This design comes from an exercise in tuning for small area, a short achievable clock period and few clock cycles per item on the open sky130 flow, not from production work. Where RTL was checked, it was by simulation tests only, not by an equivalence proof against the original.

Setup of xenon:
==> flow/design.v (excerpt) <==
module ppm_pulse_train_decoder_top #(
   parameter int unsigned MAX_CHANNELS  = 8,
   parameter int unsigned CYCLES_PER_US = 80
) (
   input  logic                                 clock,
   input  logic                                 reset,
   input  logic                                 req_valid,
   output logic                                 req_ready,
   input  logic                                 req_edge_rising,
   input  logic [ppmd_pkg::TS_W-1:0]            req_timestamp,
   output logic                                 rsp_valid,
   input  logic                                 rsp_ready,
   output logic [ppmd_pkg::CHAN_W-1:0]          rsp_channel,
   output logic [ppmd_pkg::WIDTH_W-1:0]         rsp_width_us,
   output logic [ppmd_pkg::FRAME_W-1:0]         rsp_frame_number,
   output logic [ppmd_pkg::RESYNC_W-1:0]        rsp_resync_total,
   output logic                                 rsp_last,
   input  logic                                 csr_valid,
   output logic                                 csr_ready,
   input  logic [ppmd_pkg::CSR_INDEX_W-1:0]     csr_index,
   input  logic [ppmd_pkg::CSR_DATA_W-1:0]      csr_wdata
);
   logic [TS_W-1:0]     period_ff;
   logic [19:0]         thr5_ff;
   logic                thr_max_ff;
   logic                thr_raw_ff;      
   logic [COUNT_W-1:0]  count_ff;
   logic [3:0]          n_chan;
   logic                v1_ff;
   logic [TS_W-1:0]     rise_ff, fall_ff;
  ...
Settings: LEC_CHECK=0, CAP_MARGIN=20, CORE_MARGIN=2, CORE_UTILIZATION=40, CTS_BUF_LIST=sky130_fd_sc_hd__clkbuf_8, CTS_CLUSTER_DIAMETER=60, CTS_CLUSTER_SIZE=16, SETUP_SLACK_MARGIN=4.0, SLEW_MARGIN=20; clock period 8.0 ns.
standard.sh (not shown) runs the stock make flow with config.mk's settings and CLKGATE_MAP_FILE= SYNTH_SCRIPT=/design/flow/synth_recipe.tcl, a recipe that flattens the netlist after the stock synthesis.
==> flow/flow/run.sh <==
#!/bin/bash
# The standard layout with two changes, both after the standard synthesis:
#  - the combinational cells of the standard synthesis's netlist are mapped
#    again by ABC with a delay-aware script (flow/remap.abc); the flip-flops,
#    their names and cells, are kept as they are (read as black boxes);
#  - plain buf_1 cells as the port buffers instead of delay buffers.
# Logs: make_synth.log and make.log (make), remap.log (yosys), and the ORFS
# step logs under orfs/logs/.
set -euo pipefail
export BUFFER_PORTS_ARGS="-buffer_cell sky130_fd_sc_hd__buf_1"
PLAT=$FLOW_HOME/platforms/sky130hd
LIB=$PLAT/lib/sky130_fd_sc_hd__tt_025C_1v80.lib
RES=orfs/results/sky130hd/ppm_pulse_train_decoder_top/base
LOGS=orfs/logs/sky130hd/ppm_pulse_train_decoder_top/base

bash standard.sh synth > make_synth.log 2>&1

python3 flow/split_lib.py "$LIB" comb.lib seq.lib
DONT_USE=$(grep -o -- "-dont_use [A-Za-z0-9_]*" $LOGS/1_2_yosys.log | sort -u | tr '\n' ' ')
cp $RES/1_2_yosys.v 1_2_yosys_standard.v
cat > remap.ys <<EOS
read_liberty -lib seq.lib
read_liberty -ignore_miss_func comb.lib
read_verilog -noblackbox 1_2_yosys_standard.v
hierarchy -top $FLOW_TOP
flatten
opt_clean
abc -liberty $LIB $DONT_USE -script flow/remap.abc
opt_clean -purge
hilomap -singleton -hicell sky130_fd_sc_hd__conb_1 HI -locell sky130_fd_sc_hd__conb_1 LO
splitnets
opt_clean -purge
insbuf -buf sky130_fd_sc_hd__buf_4 A X
rename -hide w:*.*
check
stat -liberty $LIB
write_verilog -noattr -noexpr -nohex -nodec $RES/1_2_yosys.v
EOS
yosys -s remap.ys > remap.log 2>&1
rm -f $RES/1_synth.odb $RES/1_synth.sdc

bash standard.sh > make.log 2>&1
==> flow/flow/remap.abc <==
strash; dch -f; map -D 2800; topo; buffer; upsize; dnsize
==> flow/flow/split_lib.py <==
#!/usr/bin/env python3
"""Splits a Liberty file in two: the cells without state (comb) and those with
a ff, latch or statetable group (seq)."""
import re
import sys

src, comb_out, seq_out = sys.argv[1:4]
lib = open(src).read()
start = lib.index("cell (")
head = lib[:start]
comb, seq = [], []
i = start
while True:
    j = lib.find("cell (", i)
    if j < 0:
        break
    k = lib.index("{", j)
    depth, p = 1, k + 1
    while depth:
        c = lib[p]
        if c == "{":
            depth += 1
        elif c == "}":
            depth -= 1
        p += 1
    cell = lib[j:p]
    (seq if re.search(r"\n\s*(ff|latch|statetable)\s*\(", cell) else comb).append(cell)
    i = p
open(comb_out, "w").write(head + "\n".join(comb) + "\n}\n")
open(seq_out, "w").write(head + "\n".join(seq) + "\n}\n")
xenon finished every step from synthesis to the final layout, and the layout passed the timing, DRC and antenna checks.
Testbench counts of xenon, summed over its fixed seeds: cycles 5,896, items 2,560.
[inputs] harbor vs xenon
--- a/flow/design.v
+++ b/flow/design.v
@@ -90,22 +90,23 @@
    logic [3:0]          n_chan;
    logic                v1_ff;
    logic [TS_W-1:0]     rise_ff, fall_ff;
    logic                v2_ff, slip1_ff, sat_ff;
    logic [19:0]         x_ff;
    logic                rv_ff;           
    logic                hunt_ff;         
    logic                gap_ff;          
    logic [3:0]          chan_ff;
    logic [FRAME_W-1:0]  frame_ff;
    logic [RESYNC_W-1:0] resync_ff;
+   logic [1:0]          pend_ff;         
    logic [WIDTH_W-1:0]  store_ff [8];
    logic                emit_ff, last_ff;
    logic [2:0]          eidx_ff;
    logic [7:0]          eoh_ff;          
    logic                ready_ff;
    assign n_chan    = (count_ff > 4'd8) ? 4'd8 : count_ff;
    assign csr_ready = 1'b1;
    assign req_ready = ready_ff;
    logic            cr, cf, sn, ln;
    logic [TS_W:0]   d0;
    function automatic logic wrap_neg(input logic [TS_W-1:0] t, input logic [TS_W-1:0] p,
@@ -160,23 +161,23 @@
       if (above) begin
          lslip = (widx != n_chan);
          nidx  = 4'd0;
       end else begin
          lslip = (widx >= n_chan);
          nidx  = widx + 4'd1;
       end
       slip     = v2_ff && rv_ff && (slip1_ff || (!hunt_ff && lslip));
       complete = measured && !hunt_ff && !lslip && (nidx == n_chan);
       store_we = measured && !hunt_ff && !widx[3];
       clash    = emit_ff && store_we && (widx < n_chan) && (widx[2:0] >= eidx_ff);
-      hold     = clash || (emit_ff && (slip || complete));
+      hold     = clash || (emit_ff && (complete || (slip && (pend_ff == 2'd3))));
    end
    logic accept, v1_in, v2_in, emit_in;
    logic [19:0] thr5_a, thr5_b, thr5_s, thr5_c, thr5_in;
    always_comb begin
       thr5_a  = {thr5_ff[17:0], 2'b0};
       thr5_b  = thr5_ff;
       thr5_s  = thr5_a ^ thr5_b ^ 20'd5;
       thr5_c  = {(thr5_a[18:0] & thr5_b[18:0]) | (thr5_a[18:0] & 19'd5) |
                  (thr5_b[18:0] & 19'd5), 1'b0};
       thr5_in = thr5_s + thr5_c;
    end
@@ -193,22 +194,23 @@
          thr_raw_ff <= 1'b0;
          thr_max_ff <= 1'b0;
          count_ff   <= COUNT_RESET;
          v1_ff      <= 1'b0;
          v2_ff      <= 1'b0;
          rv_ff      <= 1'b0;
          hunt_ff    <= 1'b1;
          gap_ff     <= 1'b0;
          chan_ff    <= '0;
          frame_ff   <= '0;
          resync_ff  <= '0;
+         pend_ff    <= '0;
          emit_ff    <= 1'b0;
          eidx_ff    <= '0;
          eoh_ff     <= 8'd1;
          last_ff    <= 1'b0;
          ready_ff   <= 1'b1;
       end else begin
          thr_raw_ff <= csr_valid && (csr_index == CSR_FRAME_THRESHOLD);
          if (thr_raw_ff) begin
             thr5_ff <= thr5_in;
          end
          if (csr_valid) begin
@@ -234,24 +236,29 @@
                if (hunt_ff) begin
                   if (above) begin
                      hunt_ff <= 1'b0;
                      gap_ff  <= 1'b1;
                   end
                end else begin
                   gap_ff  <= 1'b0;
                   chan_ff <= lslip ? widx : nidx;
                end
             end
          end
-         if (slip && !hold) begin
-            resync_ff <= resync_ff + RESYNC_W'(1);
+         if (emit_ff) begin
+            if (slip && !hold) begin
+               pend_ff <= pend_ff + 2'd1;
+            end
+         end else begin
+            resync_ff <= resync_ff + RESYNC_W'(pend_ff) + RESYNC_W'(slip);
+            pend_ff   <= '0;
          end
          if (complete && !hold) begin
             frame_ff <= frame_ff + FRAME_W'(1);
          end
          emit_ff <= emit_in;
          if (!emit_ff) begin
             eidx_ff <= '0;
             eoh_ff  <= 8'd1;
             last_ff <= (n_chan == 4'd1);
          end else if (rsp_ready) begin
             eidx_ff <= eidx_ff + 3'd1;
--- outcome ---
Vias: harbor more than xenon
Going from xenon to harbor, wire length rose by about 5%; layout multi-input combinational cell count rose by 0.86%; final cell count rose by 2.1%.
Diff harbor and xenon: maximum cell stage delay along the critical path higher in harbor
harbor vs xenon, critical path class: flop to output port vs input port to flop
When harbor is measured against xenon, its placer's final routability congestion estimate turns out about 3% higher.
harbor: done, clean on timing, DRC and antenna
Function not checked in harbor: the RTL went through the layout flow alone.

## re-timing with driven ports
No port has a modelled driver above. Below, the same layouts with a new extraction and two added sets of constraints.
Step 1: set_driving_cell puts a clkbuf_16 on clock and a buf_2 on each other input, an assumption about the parent block.
Step 2 also shifts input and output timing later by t, the mid clock arrival at the registers, as if the neighbouring blocks saw the same clock.
Three values: ideal, step 1, step 2; two values: the first two.
run	t, ns	setup slack, ns	worst setup path after step 2	latest minus earliest clock arrival (ns)
xenon	0.658	4.207 / 4.191 / 3.583	input to register	0.028 / 0.028
harbor	0.673	4.224 / 4.168 / 3.600	input to register	0.043 / 0.043
After both steps every run listed still meets setup and hold.
